What follows belongs to an exercise in optimizing a design on an open flow for small area, a short achievable clock period and few clock cycles per item; a production flow would make more cautious choices.
The RTL was checked by simulation tests, not by an equivalence proof against the original design.
The flow treats the clock pin as an ideal source. Dropping or thinning the clock tree relies on that and would not hold on a real chip.
Power is estimated from default activity; no workload was simulated.

## run 1
==> flow/design.v <==
module mem_write_buffer #(
  parameter int DEPTH       = 4,
  parameter int ADDR_WIDTH  = 32,
  parameter int BLOCK_BITS  = 128,
  parameter int OFFSET_BITS = 4
) (
  input  logic                    clk,
  input  logic                    rst,
  input  logic                    mem_req,
  input  logic                    mem_rw,
  input  logic [ADDR_WIDTH-1:0]   mem_addr,
  input  logic [BLOCK_BITS-1:0]   mem_wdata,
  output logic                    mem_ready,
  output logic                    mem_resp,
  output logic [BLOCK_BITS-1:0]   mem_rdata,
  output logic                    mm_req,
  output logic                    mm_rw,
  output logic [ADDR_WIDTH-1:0]   mm_addr,
  output logic [BLOCK_BITS-1:0]   mm_wdata,
  input  logic                    mm_ready,
  input  logic                    mm_resp,
  input  logic [BLOCK_BITS-1:0]   mm_rdata,
  output logic [$clog2(DEPTH):0]  wb_count
);
  localparam int TW = ADDR_WIDTH - OFFSET_BITS;
  logic [TW-1:0]         tag;      
  logic [BLOCK_BITS-1:0] data;     
  logic                  pend;     
  logic                  rd1;      
  logic                  rd2;      
  logic                  rfl;      
  logic                  wfl;      
  logic                  dfree;    
  logic                  den;      
  logic                  wbc;
  logic accept, acc_rd, take, fill, cap_rd;
  logic pend_n, rd0_n, rd1_n, rd2_n, rfl_n, wfl_n, mm_rw_n;
  assign accept = mem_req && mem_ready;
  assign acc_rd = accept && !mem_rw;
  assign take   = mm_req && mm_ready;
  assign fill   = rfl && mm_resp;
  assign cap_rd = mem_req && !mem_rw && !pend && !accept;
  assign mm_addr   = {tag, {OFFSET_BITS{1'b0}}};
  assign mm_wdata  = data;
  assign mem_rdata = data;
  assign wb_count  = {{$clog2(DEPTH){1'b0}}, wbc};
  always_comb begin
    pend_n  = accept || (pend && !take);
    rd1_n   = (!rd1 && !rd2 && acc_rd) || (rd1 && (acc_rd == fill)) || (rd2 && fill);
    rd2_n   = (rd1 && acc_rd && !fill) || (rd2 && !fill);
    rd0_n   = !rd1_n && !rd2_n;
    rfl_n   = (take && !mm_rw) || (rfl && !mm_resp);
    wfl_n   = (take && mm_rw) || (wfl && !mm_resp);
    mm_rw_n = pend ? mm_rw : mem_rw;
  end
  always_ff @(posedge clk) begin
    if (!pend) begin
      tag   <= mem_addr[ADDR_WIDTH-1:OFFSET_BITS];
      mm_rw <= mem_rw;
    end
    data <= (mem_wdata & {BLOCK_BITS{dfree}}) | (mm_rdata & {BLOCK_BITS{rfl}}) |
            (data & {BLOCK_BITS{!den}});
  end
  always_ff @(posedge clk or negedge rst) begin
    if (!rst) begin
      pend      <= 1'b0;
      rd1       <= 1'b0;
      rd2       <= 1'b0;
      rfl       <= 1'b0;
      wfl       <= 1'b0;
      dfree     <= 1'b0;
      den       <= 1'b0;
      wbc       <= 1'b0;
      mm_req    <= 1'b0;
      mem_ready <= 1'b0;
      mem_resp  <= 1'b0;
    end else begin
      pend      <= pend_n;
      rd1       <= rd1_n;
      rd2       <= rd2_n;
      rfl       <= rfl_n;
      wfl       <= wfl_n;
      dfree     <= !pend_n && rd0_n;
      den       <= (!pend_n && rd0_n) || rfl_n;
      wbc       <= pend_n && mm_rw_n;
      mm_req    <= pend_n && !rfl_n && !wfl_n;
      mem_ready <= !pend_n && (rd0_n || (rd1_n && cap_rd));
      mem_resp  <= (accept && mem_rw) || fill;
    end
  end
endmodule
clock: 6.0 ns
lec_check: 0
abc_area: 1
cap_margin: 20
core_area: 5 5 145 145
die_area: 0 0 150 150
setup_slack_margin: 3.95
slew_margin: 20
standard.sh (not shown) runs the stock make flow with config.mk's settings and CLKGATE_MAP_FILE= SYNTH_SCRIPT=/design/flow/synth_recipe.tcl, a recipe that flattens the netlist after the stock synthesis.
==> flow/flow/run.sh <==
#!/bin/bash
# The standard layout, with:
# - the smallest buffer on every input and output port;
# - the pins one routing track apart, and the pins of each data bit
#   (mem_wdata, mm_rdata, mem_rdata, mm_wdata) and of each address bit
#   (mem_addr, mm_addr) placed next to each other;
# - port buffers kept at the smallest size by timing repair (flow/pre_cts.tcl,
#   released again by flow/final_pre.tcl before the final power connection);
# - a two-level clock tree (flow/clock_tree.tcl, run after the CTS step's own
#   tree and replacing it): the clock port drives four buffers, each driving
#   two buffers that each drive one group of nearby flip-flops.
set -euo pipefail
groups=""
for i in $(seq 0 127); do
  groups+=" -group_pins {mem_wdata[$i] mm_rdata[$i] mem_rdata[$i] mm_wdata[$i]}"
done
for i in $(seq 4 31); do
  groups+=" -group_pins {mem_addr[$i] mm_addr[$i]}"
done
bash standard.sh finish \
  "BUFFER_PORTS_ARGS=-buffer_cell sky130_fd_sc_hd__buf_1" \
  "PLACE_PINS_ARGS=-min_distance 1 -min_distance_in_tracks$groups" \
  "CTS_ARGS=-sink_clustering_enable -repair_clock_nets -apply_ndr none" \
  "PRE_CTS_TCL=$(pwd)/flow/pre_cts.tcl" \
  "POST_CTS_TCL=$(pwd)/flow/clock_tree.tcl" \
  "PRE_FINAL_REPORT_TCL=$(pwd)/flow/final_pre.tcl" \
  > flow_make.log 2>&1
==> flow/flow/clock_tree.tcl <==
# Clock tree of this design, built in place of the one clock_tree_synthesis
# made: the clock port drives four buf_12, each of which drives two or three
# buf_8, each of which drives the clock pins of one group of nearby
# flip-flops. Every flip-flop is two buffers from the clock port, so all clock
# pins see about the same delay.
set ct_block [ord::get_db_block]
set ct_db [ord::get_db]
set ct_port_net [[$ct_block findBTerm clk] getNet]
set ct_ntop 4
set ct_nleaf 10
set ct_top_master [$ct_db findMaster sky130_fd_sc_hd__buf_12]
set ct_leaf_master [$ct_db findMaster sky130_fd_sc_hd__buf_8]

# Walk the existing clock network from the port: flip-flop clock pins are the
# sinks; every other cell on it is a clock buffer or inverter to take out.
set ct_sinks {}
set ct_old_insts {}
set ct_old_nets {}
set ct_todo [list $ct_port_net]
while {[llength $ct_todo]} {
  set net [lindex $ct_todo 0]
  set ct_todo [lrange $ct_todo 1 end]
  foreach it [$net getITerms] {
    if {![$it isInputSignal] && [$it getIoType] ne "INPUT"} { continue }
    set inst [$it getInst]
    set mname [[$inst getMaster] getName]
    if {[[$it getMTerm] getName] eq "CLK"} {
      lappend ct_sinks $it
    } else {
      lappend ct_old_insts $inst
      foreach ot [$inst getITerms] {
        if {[$ot getIoType] eq "OUTPUT" && [$ot getNet] ne "NULL"} {
          lappend ct_old_nets [$ot getNet]
          lappend ct_todo [$ot getNet]
        }
      }
    }
  }
}
puts "clock_tree: [llength $ct_sinks] sinks, removing [llength $ct_old_insts] cells"

foreach it $ct_sinks { $it disconnect }
foreach inst $ct_old_insts { odb::dbInst_destroy $inst }
foreach net $ct_old_nets { odb::dbNet_destroy $net }

# Flip-flop positions (centre of each cell).
set ct_pts {}
foreach it $ct_sinks {
  set box [[$it getInst] getBBox]
  lappend ct_pts [list [expr {([$box xMin] + [$box xMax]) / 2.0}] [expr {([$box yMin] + [$box yMax]) / 2.0}]]
}
set die [$ct_block getDieArea]
set cx [expr {([$die xMin] + [$die xMax]) / 2.0}]
set cy [expr {([$die yMin] + [$die yMax]) / 2.0}]

# Split points (a list of {x y}) into n groups: contiguous arcs of equal size
# by angle around the die's centre, then a few k-means rounds. Returns the
# group of each point and the groups' centres.
proc ct_group {pts n cx cy} {
  set idx {}
  set i 0
  foreach p $pts {
    lappend idx [list $i [expr {atan2([lindex $p 1] - $cy, [lindex $p 0] - $cx)}]]
    incr i
  }
  set idx [lsort -real -index 1 $idx]
  set m [llength $pts]
  set assign [lrepeat $m 0]
  set r 0
  foreach e $idx {
    lset assign [lindex $e 0] [expr {$r * $n / $m}]
    incr r
  }
  for {set iter 0} {$iter <= 20} {incr iter} {
    set cents {}
    for {set k 0} {$k < $n} {incr k} {
      set sx 0.0; set sy 0.0; set c 0
      foreach p $pts a $assign {
        if {$a == $k} { set sx [expr {$sx + [lindex $p 0]}]; set sy [expr {$sy + [lindex $p 1]}]; incr c }
      }
      if {$c} { lappend cents [list [expr {$sx / $c}] [expr {$sy / $c}]] } else { lappend cents [list $cx $cy] }
    }
    if {$iter == 20} { break }
    set assign {}
    foreach p $pts {
      set best 0; set bd 1e30
      for {set k 0} {$k < $n} {incr k} {
        set c [lindex $cents $k]
        set d [expr {abs([lindex $p 0] - [lindex $c 0]) + abs([lindex $p 1] - [lindex $c 1])}]
        if {$d < $bd} { set bd $d; set best $k }
      }
      lappend assign $best
    }
  }
  return [list $assign $cents]
}

proc ct_buffer {block master name in_net out_net pos} {
  set inst [odb::dbInst_create $block $master $name]
  [$inst findITerm A] connect $in_net
  [$inst findITerm X] connect $out_net
  $inst setLocation [expr {int([lindex $pos 0])}] [expr {int([lindex $pos 1])}]
  $inst setPlacementStatus PLACED
  return $inst
}

# Leaf buffers, each driving one group of nearby flip-flops.
lassign [ct_group $ct_pts $ct_nleaf $cx $cy] leaf_of leaf_pos
set leaf_nets {}
for {set k 0} {$k < $ct_nleaf} {incr k} {
  set net [odb::dbNet_create $ct_block "clknet_leaf_$k"]
  $net setSigType CLOCK
  lappend leaf_nets $net
  set m 0
  foreach it $ct_sinks a $leaf_of {
    if {$a == $k} { $it connect $net; incr m }
  }
  puts "clock_tree: leaf $k: $m sinks"
}
# Top buffers, driven by the clock port, each driving a group of leaves.
lassign [ct_group $leaf_pos $ct_ntop $cx $cy] top_of top_pos
for {set t 0} {$t < $ct_ntop} {incr t} {
  set net [odb::dbNet_create $ct_block "clknet_top_$t"]
  $net setSigType CLOCK
  ct_buffer $ct_block $ct_top_master "clkbuf_top_$t" $ct_port_net $net [lindex $top_pos $t]
  for {set k 0} {$k < $ct_nleaf} {incr k} {
    if {[lindex $top_of $k] == $t} {
      ct_buffer $ct_block $ct_leaf_master "clkbuf_leaf_$k" $net [lindex $leaf_nets $k] [lindex $leaf_pos $k]
    }
  }
}
$ct_port_net setSigType CLOCK

# Legalize the new buffers, then repair timing on the new tree as the CTS step
# does on its own.
set_propagated_clock [all_clocks]
detailed_placement
estimate_parasitics -placement
repair_timing_helper
detailed_placement
check_placement -verbose
Other scripts of this flow, unchanged in this note and not shown: flow/flow/final_pre.tcl, flow/flow/pre_cts.tcl
Run 1 reached the end of the flow, and the finished layout is clean on the timing, DRC and antenna checks.
Testbench counts of run 1, summed over its fixed seeds: cycles 251,719, items 48,000.
The inputs of run 2 differ from those of run 1 as listed below.
- PLACE_DENSITY newly set to 0.45
diff --git a/flow/flow/clock_tree.tcl b/flow/flow/clock_tree.tcl
--- a/flow/flow/clock_tree.tcl
+++ b/flow/flow/clock_tree.tcl
@@ -2 +2 @@
-# made: the clock port drives four buf_12, each of which drives two or three
+# made: the clock port drives four buf_12, each of which drives three
@@ -10 +10 @@
-set ct_nleaf 10
+set ct_nleaf 12
Run 2 completed; timing, DRC and antenna clean
Re filler cell count: run 2 is 26 up on run 1.
Final total power (lower): run 1
In the reports for run 2 and run 1, the smaller initial antenna violation count belongs to run 1.
The inputs of run 3 differ from those of run 2 as listed below.
- clearing PLACE_DENSITY, which used to be 0.45
- swapping 5 5 145 145 for 5 5 125 125 in CORE_AREA
- swapping 0 0 150 150 for 0 0 130 130 in DIE_AREA
diff --git a/flow/flow/clock_tree.tcl b/flow/flow/clock_tree.tcl
--- a/flow/flow/clock_tree.tcl
+++ b/flow/flow/clock_tree.tcl
@@ -2,2 +2,2 @@
-# made: the clock port drives four buf_12, each of which drives three
-# buf_8, each of which drives the clock pins of one group of nearby
+# made: the clock port drives four buf_16, each of which drives two
+# buf_12, each of which drives the clock pins of one group of nearby
@@ -10,3 +10,3 @@
-set ct_nleaf 12
-set ct_top_master [$ct_db findMaster sky130_fd_sc_hd__buf_12]
-set ct_leaf_master [$ct_db findMaster sky130_fd_sc_hd__buf_8]
+set ct_nleaf 8
+set ct_top_master [$ct_db findMaster sky130_fd_sc_hd__buf_16]
+set ct_leaf_master [$ct_db findMaster sky130_fd_sc_hd__buf_12]
## What came out
- The sequential share of layout area of run 3 exceeds that of run 2 by 0.56 points.
- | total power | run 3 vs run 2 | about 0.36% higher |
- In the floorplan summary, run 3 is listed with a die area less than that of run 2.
- The filler cell count in run 3 was lower than what run 2 gave.
- Compared run 3 against run 2; hold slack within noise.
- Run 3: no failed stages, no open violations at the end
- Run 3 against run 2: relative area change from synthesis to final layout went down by 1.6 points, final non-filler cell area went down by 120 µm², global-route track usage on met2 went up by 7.9 points.
Modified inputs, run 4 compared to run 3
- changing CORE_AREA from 5 5 125 125 to 5 5 145 145
- changing DIE_AREA from 0 0 130 130 to 0 0 150 150
- changing SETUP_SLACK_MARGIN from 3.95 to 4.05
diff --git a/flow/flow/clock_tree.tcl b/flow/flow/clock_tree.tcl
--- a/flow/flow/clock_tree.tcl
+++ b/flow/flow/clock_tree.tcl
@@ -2,2 +2,2 @@
-# made: the clock port drives four buf_16, each of which drives two
-# buf_12, each of which drives the clock pins of one group of nearby
+# made: the clock port drives four buf_12, each of which drives three
+# buf_8, each of which drives the clock pins of one group of nearby
@@ -10,3 +10,3 @@
-set ct_nleaf 8
-set ct_top_master [$ct_db findMaster sky130_fd_sc_hd__buf_16]
-set ct_leaf_master [$ct_db findMaster sky130_fd_sc_hd__buf_12]
+set ct_nleaf 12
+set ct_top_master [$ct_db findMaster sky130_fd_sc_hd__buf_12]
+set ct_leaf_master [$ct_db findMaster sky130_fd_sc_hd__buf_8]
==> comparison <==
Post-route non-filler standard cell count, run 3 and run 4: lower on run 3. Run 4: area added between synthesis and finish 1.4 points above run 3. The clock period minus worst slack number comes out lower for run 4 vs run 3. [run 4] final worst setup slack rose 0.056 ns relative to run 3.
> inputs changed (run 4 -> run 5)
- SETUP_SLACK_MARGIN: 4.05 -> 3.95
diff --git a/flow/flow/clock_tree.tcl b/flow/flow/clock_tree.tcl
--- a/flow/flow/clock_tree.tcl
+++ b/flow/flow/clock_tree.tcl
@@ -2 +2 @@
-# made: the clock port drives four buf_12, each of which drives three
+# made: the clock port drives four buf_16, each of which drives four
@@ -10,2 +10,2 @@
-set ct_nleaf 12
-set ct_top_master [$ct_db findMaster sky130_fd_sc_hd__buf_12]
+set ct_nleaf 16
+set ct_top_master [$ct_db findMaster sky130_fd_sc_hd__buf_16]
Findings:
When run 5 is set beside run 4, its portion of total power attributed to combinational logic turns out to be 1.2 points smaller.
Run 5: flow completed, timing, DRC and antenna clean
On run 5: met2 routed wirelength is 0.51% higher than what run 4 gave.
In the flow results for run 5 and run 4, the wire length is larger on run 5.
In every run of this note, the design's own scripts or RTL, not TritonCTS, make the clock network.

[re-timing with driven ports]
No port has a modelled driver above. Below, the same layouts with a new extraction and two added sets of constraints. Step 1: set_driving_cell puts a clkbuf_16 on clk and a buf_2 on each other input, an assumption about the parent block. Step 2 adds t to the input delays and takes it off the output delays; t is the mean of the earliest and latest rising clock arrival at the registers after step 1. Input paths then give back, and output paths get back, about the clock's delay inside the block. Slacks: no drivers / after step 1 / after step 2; pairs: no drivers / after step 1.
run	t, ns	setup WS [ns]	slew at the worst register clock pin (ns)
run 1	0.318	3.989 / 3.897 / 3.961	0.12 / 0.12
run 2	0.327	3.997 / 3.902 / 3.973	0.11 / 0.11
run 3	0.343	3.967 / 3.857 / 3.999	0.11 / 0.11
run 4	0.312	4.023 / 3.933 / 3.972	0.09 / 0.09
run 5	0.334	4.029 / 3.921 / 3.941	0.07 / 0.07
After both steps every run listed still meets setup and hold. The setup slack of run 5, which loses most, moves by -0.108 ns with the drivers and by -0.088 ns with both steps.
